Context: an optimization exercise on an open-source flow, tuned for small area and a short achievable clock period. The choices shown serve that exercise and are no tape-out recipe.
In this exercise RTL edits were held to simulation tests only and were not proved equivalent to the original.

==> flow/design.v, too long to show whole: its modules and the start of the top module <==
// module mult_pipe: 1602 lines
// module mult_fa: 10 lines
// module mult_ha: 9 lines
// module mult_sched: 75 lines
module mult_sched
#(
    parameter int NREQ = 4,
    parameter int LAT  = 1
) (
    input  logic                      pclk,
    input  logic                      reset,
    input  logic [NREQ-1:0]           req_valid,
    output logic [NREQ-1:0]           req_ready,
    input  logic [NREQ*A_W-1:0]       req_a,
    input  logic [NREQ*B_W-1:0]       req_b,
    input  logic [NREQ-1:0]           req_mask,
    output logic                      rsp_valid,
    output logic [$clog2(NREQ)-1:0]   rsp_id,
    output logic [P_W-1:0]            rsp_data,
    output logic                      busy
);
  // ...
==> flow/flow/run.sh <==
#!/bin/bash
# Layout: the standard flow (standard.sh) with these changes to how it is made:
#  - synthesis maps logic with an area-oriented ABC script (flow/abc_area.script, picked
#    through ABC_AREA=1 from a copy of the ORFS scripts folder);
#  - the port buffers that placement inserts on every input and output are buf_1 cells;
#  - timing repair aims for a larger setup margin up to clock tree synthesis, and a
#    smaller one after global routing.
# Each tool's output goes to its own log under orfs/logs/; make's output to run_make*.log.
set -euo pipefail
rm -rf scripts_own
cp -r "$FLOW_HOME/scripts" scripts_own
cp flow/abc_area.script scripts_own/abc_area.script
BUF="BUFFER_PORTS_ARGS=-buffer_cell sky130_fd_sc_hd__buf_1"
bash standard.sh SCRIPTS_DIR="$PWD/scripts_own" SETUP_SLACK_MARGIN=6.3 "$BUF" cts > run_make_cts.log 2>&1
bash standard.sh SCRIPTS_DIR="$PWD/scripts_own" SETUP_SLACK_MARGIN=5.9 "$BUF" > run_make.log 2>&1
==> flow/flow/abc_area.script <==
strash
dch
amap
topo
stime -c
buffer -c
upsize -c
dnsize -c
==> flow/standard.sh <==
#!/bin/bash
# synth_recipe.tcl (not shown) runs the flow's synth.tcl, then flattens the netlist and writes it again
# the make line also repeats each setting of config.mk as NAME=value (left out here)
make -C /OpenROAD-flow-scripts/flow DESIGN_CONFIG=/design/flow/config.mk WORK_HOME=/design/flow/orfs CLKGATE_MAP_FILE= SYNTH_SCRIPT=/design/flow/synth_recipe.tcl "${@:-finish}"
==> flow/config.mk <==
export PLATFORM = sky130hd
export DESIGN_NAME = mult_sched
export DESIGN_NICKNAME = mult_sched
export VERILOG_FILES = /design/flow/design.v
export SDC_FILE = /design/flow/constraint.sdc
export NUM_CORES = 4
export LEC_CHECK = 0
export ABC_AREA = 1
export CAP_MARGIN = 20
export CORE_MARGIN = 2
export CORE_UTILIZATION = 50
export SLEW_MARGIN = 20
export SYNTH_HIERARCHICAL = 1
export SYNTH_MINIMUM_KEEP_SIZE = 0
==> flow/constraint.sdc <==
create_clock -name core_clock -period 15.0 [get_ports {pclk}]
set_input_delay 3.0000 -clock core_clock [delete_from_list [all_inputs] [get_ports {pclk}]]
set_output_delay 3.0000 -clock core_clock [all_outputs]
set_load 0.01 [all_outputs]
==> out/results.txt, run 1 <==
Status -> timing/DRC/antenna clean
EDFF count, synth -> 0
Max Transition Viols Final -> 0
Mapped Nets -> 3,737
Synthesized-area fraction occupied by adder cells -> 38.6%
Total Neg Setup Slack -> 0 ps
Top cell type by total area after synthesis -> fa_1
Dominant cells by area after synthesis -> fa_1 (33%), o22ai_1 (12%), dfrtp_1 (11%)
Final hold vios -> 0
Number of antenna diodes -> 1
Fmax -> 0.114 GHz
Worst Path Buf+Inv -> 8
Clock transition at the registers of the reported paths -> 90 ps
CTS tree -> built
Hold Path Sink -> u_mult.l_r[11]$_DFFE_PP0P_
Largest area class, layout -> multi-input combinational cells
Rel. slew slack -> 33.8%
CP endpoint kind -> flip-flop
Pin count of the biggest net entering global routing -> 71
Crit path launch -> req_valid[2]
Length of routed met2 wiring -> 45.4 mm
Inverters -> 139
Initial antenna violation count -> 1
Largest registers -> u_mult.c_r: 40 flops, u_mult.s_r: 40 flops, u_mult.l_r: 12 flops
==> module mult_sched, before the edit <==
module mult_sched
#(
    parameter int NREQ = 4,
    parameter int LAT  = 1
) (
    input  logic                      pclk,
    input  logic                      reset,
    input  logic [NREQ-1:0]           req_valid,
    output logic [NREQ-1:0]           req_ready,
    input  logic [NREQ*A_W-1:0]       req_a,
    input  logic [NREQ*B_W-1:0]       req_b,
    input  logic [NREQ-1:0]           req_mask,
    output logic                      rsp_valid,
    output logic [$clog2(NREQ)-1:0]   rsp_id,
    output logic [P_W-1:0]            rsp_data,
    output logic                      busy
);
    logic [3:0]            elig_s;
    logic [3:0]            grant_s;
    logic                  accept_s;
    logic [1:0]            g_idx_s;
    logic [1:0]            rr_ptr_r;
    logic signed [A_W-1:0] a_sel_s;
    logic signed [B_W-1:0] b_sel_s;
    logic                  v_r;
    logic [1:0]            id_r;
    logic [3:0]            ahead_s [4];
    logic [1:0]            di_s, dj_s;
    always_comb begin
        for (int i = 0; i < 4; i++) begin
            for (int j = 0; j < 4; j++) begin
                di_s = 2'(i) - rr_ptr_r;
                dj_s = 2'(j) - rr_ptr_r;
                ahead_s[i][j] = (dj_s < di_s);
            end
        end
        elig_s = req_valid & ~req_mask;
        for (int i = 0; i < 4; i++) begin
            grant_s[i] = elig_s[i] & ~|(elig_s & ahead_s[i]);
        end
        accept_s = |elig_s;
        g_idx_s  = {grant_s[3] | grant_s[2], grant_s[3] | grant_s[1]};
        a_sel_s = '0;
        b_sel_s = '0;
        for (int i = 0; i < NREQ; i++) begin
            a_sel_s = a_sel_s | (req_a[i*A_W +: A_W] & {A_W{grant_s[i]}});
            b_sel_s = b_sel_s | (req_b[i*B_W +: B_W] & {B_W{grant_s[i]}});
        end
    end
    mult_pipe u_mult (
        .pclk  (pclk),
        .reset (reset),
        .en    (accept_s),
        .a     (a_sel_s),
        .b     (b_sel_s),
        .p     (rsp_data)
    );
    always_ff @(posedge pclk or posedge reset) begin
        if (reset) begin
            rr_ptr_r <= '0;
            v_r      <= 1'b0;
            id_r     <= '0;
        end else begin
            if (accept_s) begin
                rr_ptr_r <= g_idx_s + 2'd1;
            end
            v_r  <= accept_s;
            id_r <= g_idx_s;
        end
    end
    assign req_ready = reset ? '0 : grant_s;
    assign rsp_valid = v_r;
    assign rsp_id    = id_r;
    assign busy      = v_r;
endmodule
==> run 2: changes to the inputs <==
--- a/flow/design.v
+++ b/flow/design.v
@@ -8,13 +8,24 @@
     input  logic                  pclk,
     input  logic                  reset,
     input  logic                  en,
+    input  logic [3:0]            grant,
+    input  logic [4*A_W-1:0]      a_all,
     input  logic signed [A_W-1:0] a,
     input  logic signed [B_W-1:0] b,
     output logic signed [P_W-1:0] p
 );
+    logic [A_W/2-1:0] neg_sel;
+    always_comb begin
+        neg_sel = '0;
+        for (int r = 0; r < 4; r++) begin
+            for (int i = 0; i < A_W/2; i++) begin
+                neg_sel[i] = neg_sel[i] | (a_all[r*A_W + 2*i + 1] & grant[r]);
+            end
+        end
+    end
     wire one0 = a[0] ^ 1'b0;
     wire two0 = (a[1] & ~a[0] & ~1'b0) | (~a[1] & a[0] & 1'b0);
-    wire neg0 = a[1];
+    wire neg0 = neg_sel[0];
     wire [32:0] pp0;
     assign pp0[0] = ((one0 & b[0]) | (two0 & 1'b0)) ^ neg0;
     assign pp0[1] = ((one0 & b[1]) | (two0 & b[0])) ^ neg0;
@@ -51,7 +62,7 @@
     assign pp0[32] = ((one0 & b[31]) | (two0 & b[31])) ^ neg0;
     wire one1 = a[2] ^ a[1];
     wire two1 = (a[3] & ~a[2] & ~a[1]) | (~a[3] & a[2] & a[1]);
-    wire neg1 = a[3];
+    wire neg1 = neg_sel[1];
     wire [32:0] pp1;
     assign pp1[0] = ((one1 & b[0]) | (two1 & 1'b0)) ^ neg1;
     assign pp1[1] = ((one1 & b[1]) | (two1 & b[0])) ^ neg1;
@@ -88,7 +99,7 @@
     assign pp1[32] = ((one1 & b[31]) | (two1 & b[31])) ^ neg1;
     wire one2 = a[4] ^ a[3];
     wire two2 = (a[5] & ~a[4] & ~a[3]) | (~a[5] & a[4] & a[3]);
-    wire neg2 = a[5];
+    wire neg2 = neg_sel[2];
     wire [32:0] pp2;
     assign pp2[0] = ((one2 & b[0]) | (two2 & 1'b0)) ^ neg2;
     assign pp2[1] = ((one2 & b[1]) | (two2 & b[0])) ^ neg2;
@@ -125,7 +136,7 @@
     assign pp2[32] = ((one2 & b[31]) | (two2 & b[31])) ^ neg2;
     wire one3 = a[6] ^ a[5];
     wire two3 = (a[7] & ~a[6] & ~a[5]) | (~a[7] & a[6] & a[5]);
-    wire neg3 = a[7];
+    wire neg3 = neg_sel[3];
     wire [32:0] pp3;
     assign pp3[0] = ((one3 & b[0]) | (two3 & 1'b0)) ^ neg3;
     assign pp3[1] = ((one3 & b[1]) | (two3 & b[0])) ^ neg3;
@@ -162,7 +173,7 @@
     assign pp3[32] = ((one3 & b[31]) | (two3 & b[31])) ^ neg3;
     wire one4 = a[8] ^ a[7];
     wire two4 = (a[9] & ~a[8] & ~a[7]) | (~a[9] & a[8] & a[7]);
-    wire neg4 = a[9];
+    wire neg4 = neg_sel[4];
     wire [32:0] pp4;
     assign pp4[0] = ((one4 & b[0]) | (two4 & 1'b0)) ^ neg4;
     assign pp4[1] = ((one4 & b[1]) | (two4 & b[0])) ^ neg4;
@@ -199,7 +210,7 @@
     assign pp4[32] = ((one4 & b[31]) | (two4 & b[31])) ^ neg4;
     wire one5 = a[10] ^ a[9];
     wire two5 = (a[11] & ~a[10] & ~a[9]) | (~a[11] & a[10] & a[9]);
-    wire neg5 = a[11];
+    wire neg5 = neg_sel[5];
     wire [32:0] pp5;
     assign pp5[0] = ((one5 & b[0]) | (two5 & 1'b0)) ^ neg5;
     assign pp5[1] = ((one5 & b[1]) | (two5 & b[0])) ^ neg5;
@@ -236,7 +247,7 @@
     assign pp5[32] = ((one5 & b[31]) | (two5 & b[31])) ^ neg5;
     wire one6 = a[12] ^ a[11];
     wire two6 = (a[13] & ~a[12] & ~a[11]) | (~a[13] & a[12] & a[11]);
-    wire neg6 = a[13];
+    wire neg6 = neg_sel[6];
     wire [32:0] pp6;
     assign pp6[0] = ((one6 & b[0]) | (two6 & 1'b0)) ^ neg6;
     assign pp6[1] = ((one6 & b[1]) | (two6 & b[0])) ^ neg6;
@@ -273,7 +284,7 @@
     assign pp6[32] = ((one6 & b[31]) | (two6 & b[31])) ^ neg6;
     wire one7 = a[14] ^ a[13];
     wire two7 = (a[15] & ~a[14] & ~a[13]) | (~a[15] & a[14] & a[13]);
-    wire neg7 = a[15];
+    wire neg7 = neg_sel[7];
     wire [32:0] pp7;
     assign pp7[0] = ((one7 & b[0]) | (two7 & 1'b0)) ^ neg7;
     assign pp7[1] = ((one7 & b[1]) | (two7 & b[0])) ^ neg7;
@@ -310,7 +321,7 @@
     assign pp7[32] = ((one7 & b[31]) | (two7 & b[31])) ^ neg7;
     wire one8 = a[16] ^ a[15];
     wire two8 = (a[17] & ~a[16] & ~a[15]) | (~a[17] & a[16] & a[15]);
-    wire neg8 = a[17];
+    wire neg8 = neg_sel[8];
     wire [32:0] pp8;
     assign pp8[0] = ((one8 & b[0]) | (two8 & 1'b0)) ^ neg8;
     assign pp8[1] = ((one8 & b[1]) | (two8 & b[0])) ^ neg8;
@@ -347,7 +358,7 @@
     assign pp8[32] = ((one8 & b[31]) | (two8 & b[31])) ^ neg8;
     wire one9 = a[18] ^ a[17];
     wire two9 = (a[19] & ~a[18] & ~a[17]) | (~a[19] & a[18] & a[17]);
-    wire neg9 = a[19];
+    wire neg9 = neg_sel[9];
     wire [32:0] pp9;
     assign pp9[0] = ((one9 & b[0]) | (two9 & 1'b0)) ^ neg9;
     assign pp9[1] = ((one9 & b[1]) | (two9 & b[0])) ^ neg9;
@@ -384,7 +395,7 @@
     assign pp9[32] = ((one9 & b[31]) | (two9 & b[31])) ^ neg9;
     wire one10 = a[20] ^ a[19];
     wire two10 = (a[21] & ~a[20] & ~a[19]) | (~a[21] & a[20] & a[19]);
-    wire neg10 = a[21];
+    wire neg10 = neg_sel[10];
     wire [32:0] pp10;
     assign pp10[0] = ((one10 & b[0]) | (two10 & 1'b0)) ^ neg10;
     assign pp10[1] = ((one10 & b[1]) | (two10 & b[0])) ^ neg10;
@@ -421,7 +432,7 @@
     assign pp10[32] = ((one10 & b[31]) | (two10 & b[31])) ^ neg10;
     wire one11 = a[22] ^ a[21];
     wire two11 = (a[23] & ~a[22] & ~a[21]) | (~a[23] & a[22] & a[21]);
-    wire neg11 = a[23];
+    wire neg11 = neg_sel[11];
     wire [32:0] pp11;
     assign pp11[0] = ((one11 & b[0]) | (two11 & 1'b0)) ^ neg11;
     assign pp11[1] = ((one11 & b[1]) | (two11 & b[0])) ^ neg11;
@@ -458,7 +469,7 @@
     assign pp11[32] = ((one11 & b[31]) | (two11 & b[31])) ^ neg11;
     wire one12 = a[24] ^ a[23];
     wire two12 = (a[25] & ~a[24] & ~a[23]) | (~a[25] & a[24] & a[23]);
-    wire neg12 = a[25];
+    wire neg12 = neg_sel[12];
     wire [32:0] pp12;
     assign pp12[0] = ((one12 & b[0]) | (two12 & 1'b0)) ^ neg12;
     assign pp12[1] = ((one12 & b[1]) | (two12 & b[0])) ^ neg12;
@@ -495,7 +506,7 @@
     assign pp12[32] = ((one12 & b[31]) | (two12 & b[31])) ^ neg12;
     wire one13 = a[26] ^ a[25];
     wire two13 = (a[27] & ~a[26] & ~a[25]) | (~a[27] & a[26] & a[25]);
-    wire neg13 = a[27];
+    wire neg13 = neg_sel[13];
     wire [32:0] pp13;
     assign pp13[0] = ((one13 & b[0]) | (two13 & 1'b0)) ^ neg13;
     assign pp13[1] = ((one13 & b[1]) | (two13 & b[0])) ^ neg13;
@@ -1679,6 +1690,8 @@
         .pclk  (pclk),
         .reset (reset),
         .en    (accept_s),
+        .grant (grant_s),
+        .a_all (req_a),
         .a     (a_sel_s),
         .b     (b_sel_s),
         .p     (rsp_data)
==> out/results.txt, run 2 <==
Drt total wl -> 96.2 mm (was 102 mm)
Max FO, Critical Path -> 60 (was 40)
Global route total overflow -> 0 (unchanged)
Via density -> 6.71 (was 6.85)
WS Path Type -> in2reg (unchanged)
WL met3 -> 9.87 mm (was 12.0 mm)
Mapped Nets -> 3,780 (was 3,737)
Multi-input logic area -> 0.0199 mm^2 (was 0.0200 mm^2)
Ratio of cells with drive above 1 in the final layout -> 5.51% (was 7.34%)
Final HPWL DP -> 66.2 mm (was 65.0 mm)
Slew of the pin with the lowest slew margin -> 1130 ps (was 990 ps)
Synth Instances -> 3,030 (was 2,986)
Wl on met1 -> 38.0 mm (was 38.2 mm)
Count of final setup violators -> 0 (unchanged)
Total Neg Setup Slack -> 0 ps (unchanged)
Clock Skew -> 12.0 ps (was 15.1 ps)
Die Ht -> 224 um (was 222 um)
Full die area -> 0.0501 mm^2 (was 0.0493 mm^2)
Length of routed met2 wiring -> 44.4 mm (was 45.4 mm)
Most used flip-flop cell after synthesis -> dfrtp_1 (unchanged)
Site Rows -> 80 (was 79)
First-pass GRT wire length -> 148 mm (was 154 mm)
Crit path launch type -> input port (unchanged)
Commonest non-fill, non-tap cell in the layout -> nor2_1 (unchanged)
Dominant cells by area after synthesis -> fa_1 (32%), o22ai_1 (12%), dfrtp_1 (11%) (was fa_1 (33%), o22ai_1 (12%), dfrtp_1 (11%))
Register area share after synthesis -> 11.0% (was 11.2%)
Post-synthesis register bit count -> 106 (unchanged)
NumNets Final -> 3,849 (was 3,840)
Top cell type by total area after synthesis -> fa_1 (unchanged)
CTS root buf -> clkbuf_16 (unchanged)
Top Layer Used -> met4 (unchanged)
Post-DRT Antenna Nets -> 0 (unchanged)
Clock Latency Late Sink -> 400 ps (was 410 ps)
DRC viols -> 0 (unchanged)
Top-count cell post-synth -> nor2_1 (unchanged)
Clock transition at the registers of the reported paths -> 80 ps (was 90 ps)
Fillers -> 4,541 (was 4,374)
Syn-to-layout area delta -> 6.79% (was 10.3%)
Max Transition Viols Final -> 0 (unchanged)
IO Pins -> 318 (unchanged)
DIE WIDTH -> 224 um (was 222 um)
Initial antenna violation count -> 2 (was 1)
Post-Syn Area -> 0.0242 mm^2 (was 0.0238 mm^2)
# clock sinks -> 106 (unchanged)
PortBufs -> 317 (unchanged)
Via count -> 25,000 (was 25,400)
Register area -> 0.00265 mm^2 (unchanged)
Synth unique cells -> 55 (was 53)
Maximum clock path buffer count -> 2 (unchanged)
Largest registers -> u_mult.c_r: 40 flops, u_mult.s_r: 40 flops, u_mult.l_r: 12 flops (unchanged)
Final hold vios -> 0 (unchanged)
H-tree depth -> 3 (unchanged)
Max Cap Viol -> 0 (unchanged)
Asr flop ratio synth -> 100% (unchanged)
Worst path required time -> 15,290 ps (was 15,320 ps)
Final Critical Period -> 8830 ps (was 8800 ps)
Initial DRC count -> 3,283 (was 3,468)
Core Region -> 0.0477 mm^2 (was 0.0468 mm^2)
Hold_buf cts -> 0 (unchanged)
Period utilisation layout -> 58.9% (was 58.7%)
EDFF count, synth -> 0 (unchanged)
Syn_area_per_cell -> 7.98 um^2 (was 7.97 um^2)
Pin count of the biggest net entering global routing -> 94 (was 71)
Critical path arrival -> 9120 ps (about the same)
Initial DRT Pass Iterations -> 11 (was 6)
Commonest cells post-synth -> nor2_1 (536), a21oi_1 (511), o22ai_1 (449) (was nor2_1 (497), a21oi_1 (471), o22ai_1 (449))
Vias in the first global route -> 24,700 (was 25,000)
GRT Util Overall -> 38.7% (was 41.3%)
Min-Delay Path Class -> reg2reg (unchanged)
Synth warnings -> 9 (unchanged)
Post-synth top area share -> 32.2% (was 32.7%)
CP endpoint kind -> flip-flop (unchanged)
Status -> timing/DRC/antenna clean (unchanged)
CTS tree -> built (unchanged)
Rel. slew slack -> 24.9% (was 33.8%)
Num CTS Buffers -> 9 (unchanged)
Most frequent cells in the layout -> nor2_1 (535), a21oi_1 (511), o22ai_1 (436) (was nor2_1 (486), a21oi_1 (471), o22ai_1 (436))
Starting Density -> 50.6% (was 50.9%)
Final GP Congestion -> 1.00 (was 0.968)
Routed wire per std cell -> 25.9 um (was 27.5 um)
RSZ-0062 raised after global routing -> no (was yes)
Fmax -> 0.113 GHz (was 0.114 GHz)
-- run 2: final cells by class --
cell class / instances / share of cell area (%)
Sequential cell: 106 / 10.3
Clock buffer: 9 / 0.872
Inverter: 151 / 2.30
Clock inverter: 6 / 0.189
Tap cell: 615 / 2.98
Antenna cell: 2 / 0.0194
Timing Repair Buffer: 365 / 6.29
Multi-Input combinational cell: 2466 / 77.1
-- run 2: critical path, stage by stage --
cell	delay [ps]
buf_1	100
nor2b_4	220
inv_2	60
a21oi_1	180
o221ai_2	190
inv_4	230
buf_12	300
a222oi_1	110
nand2_1	150
nor2b_1	220
or2_4	470
o22ai_1	170
a21oi_1	480
fa_1	550
fa_1	570
fa_1	430
fa_1	420
fa_1	540
fa_1	420
a22o_1	240
-- run 2: final timing paths --
check | start | to | slack [ps] | cells after the start
max | req_valid[2] | u_mult.c_r[21]$_DFFE_PP0P_ | 6170 | 20
max in group asynchronous | reset | u_mult.s_r[8]$_DFFE_PP0P_ | 10920 | 3
min reg2reg | u_mult.l_r[7]$_DFFE_PP0P_ | u_mult.l_r[7]$_DFFE_PP0P_ | 500 | 2
min | u_mult.l_r[7]$_DFFE_PP0P_ | u_mult.l_r[7]$_DFFE_PP0P_ | 500 | 2
max reg2reg | rr_ptr_r[1]$_DFFE_PP0P_ | u_mult.c_r[21]$_DFFE_PP0P_ | 8150 | 19
min in group asynchronous | reset | v_r$_DFF_PP0_ | 2650 | 2
-- run 2: layer usage --
metal  GRT usage [%]  up-vias
met5               0        -
met4            16.3        0
met3            7.67      266
met2            61.6     1557
met1            51.6    12100
li1                -    11000
-- run 2: through the flow --
stage	setup slack, ps	hold WS, ps	utilization, %	instance area (um^2)	instances
after floorplan	6550	470	-	24200	3030
after global placement	5050	476	53.1	25400	3701
after detailed placement	4960	486	53.1	25400	3701
after CTS	6300	511	54.0	25800	3718
after global routing	5900	523	54.1	25800	3718
final	6170	504	54.1	25800	3720
-- run 2: timing repair --
| action | in CTS | in global routing |
|---|---|---|
| endpoints found under the hold margin | 0 | 0 |
| endpoints found under the setup margin | 73 | 3 |
| resized for setup | 40 | 4 |
| setup buffers | 1 | 0 |
| cloned | 1 | 0 |
| pin swaps | 2 | 0 |
-- run 2: cell families (layout without fill, tap and decap cells) --
family | Yosys count | after routing | share of synthesized area (%)
AOI/OAI and AO/OA | 1199 | 1199 | 30.9
and+or+nand+nor | 766 | 767 | 12.6
adders and majority gates | 500 | 500 | 38.0
buffers and inverters | 459 | 531 | 7.59
DFF | 106 | 106 | 11.0
other | 0 | 2 | 0
-- run 2: Yosys stat by module, one instance, submodules excluded --
module	flip-flops and latches	cell area [um^2]	copies in the design	cells inside
mult_pipe	101	14800	1	2382
mult_sched	5	1640	1	246
mult_fa	0	20.0	362	1
mult_ha	0	12.5	40	1

afterwards: timing with drivers on the ports:
The results above use ideal ports. As a check the final layouts listed here were re-extracted and re-timed, cells and wires unchanged. Step 1, drivers: a clkbuf_16 drives pclk and a buf_2 each remaining input, both assumed. Step 2, shift: input delay + t, output delay - t, t = (earliest + latest rising clock arrival at the registers) / 2. This alone moves slack from input paths to output paths. a / b / c = ideal ports / drivers / drivers and shift; a / b = the first two.
| run | t (ns) | slack for setup (ns) | pins driven straight from the clock port |
|---|---|---|---|
| run 1 | 0.470 | 6.201 / 6.245 / 5.775 | 1 |
| run 2 | 0.464 | 6.170 / 6.202 / 5.738 | 1 |
After both steps setup and hold are still met in every run listed. The setup slack of run 2, which loses most, moves by +0.032 ns with the drivers and by -0.432 ns with both steps.
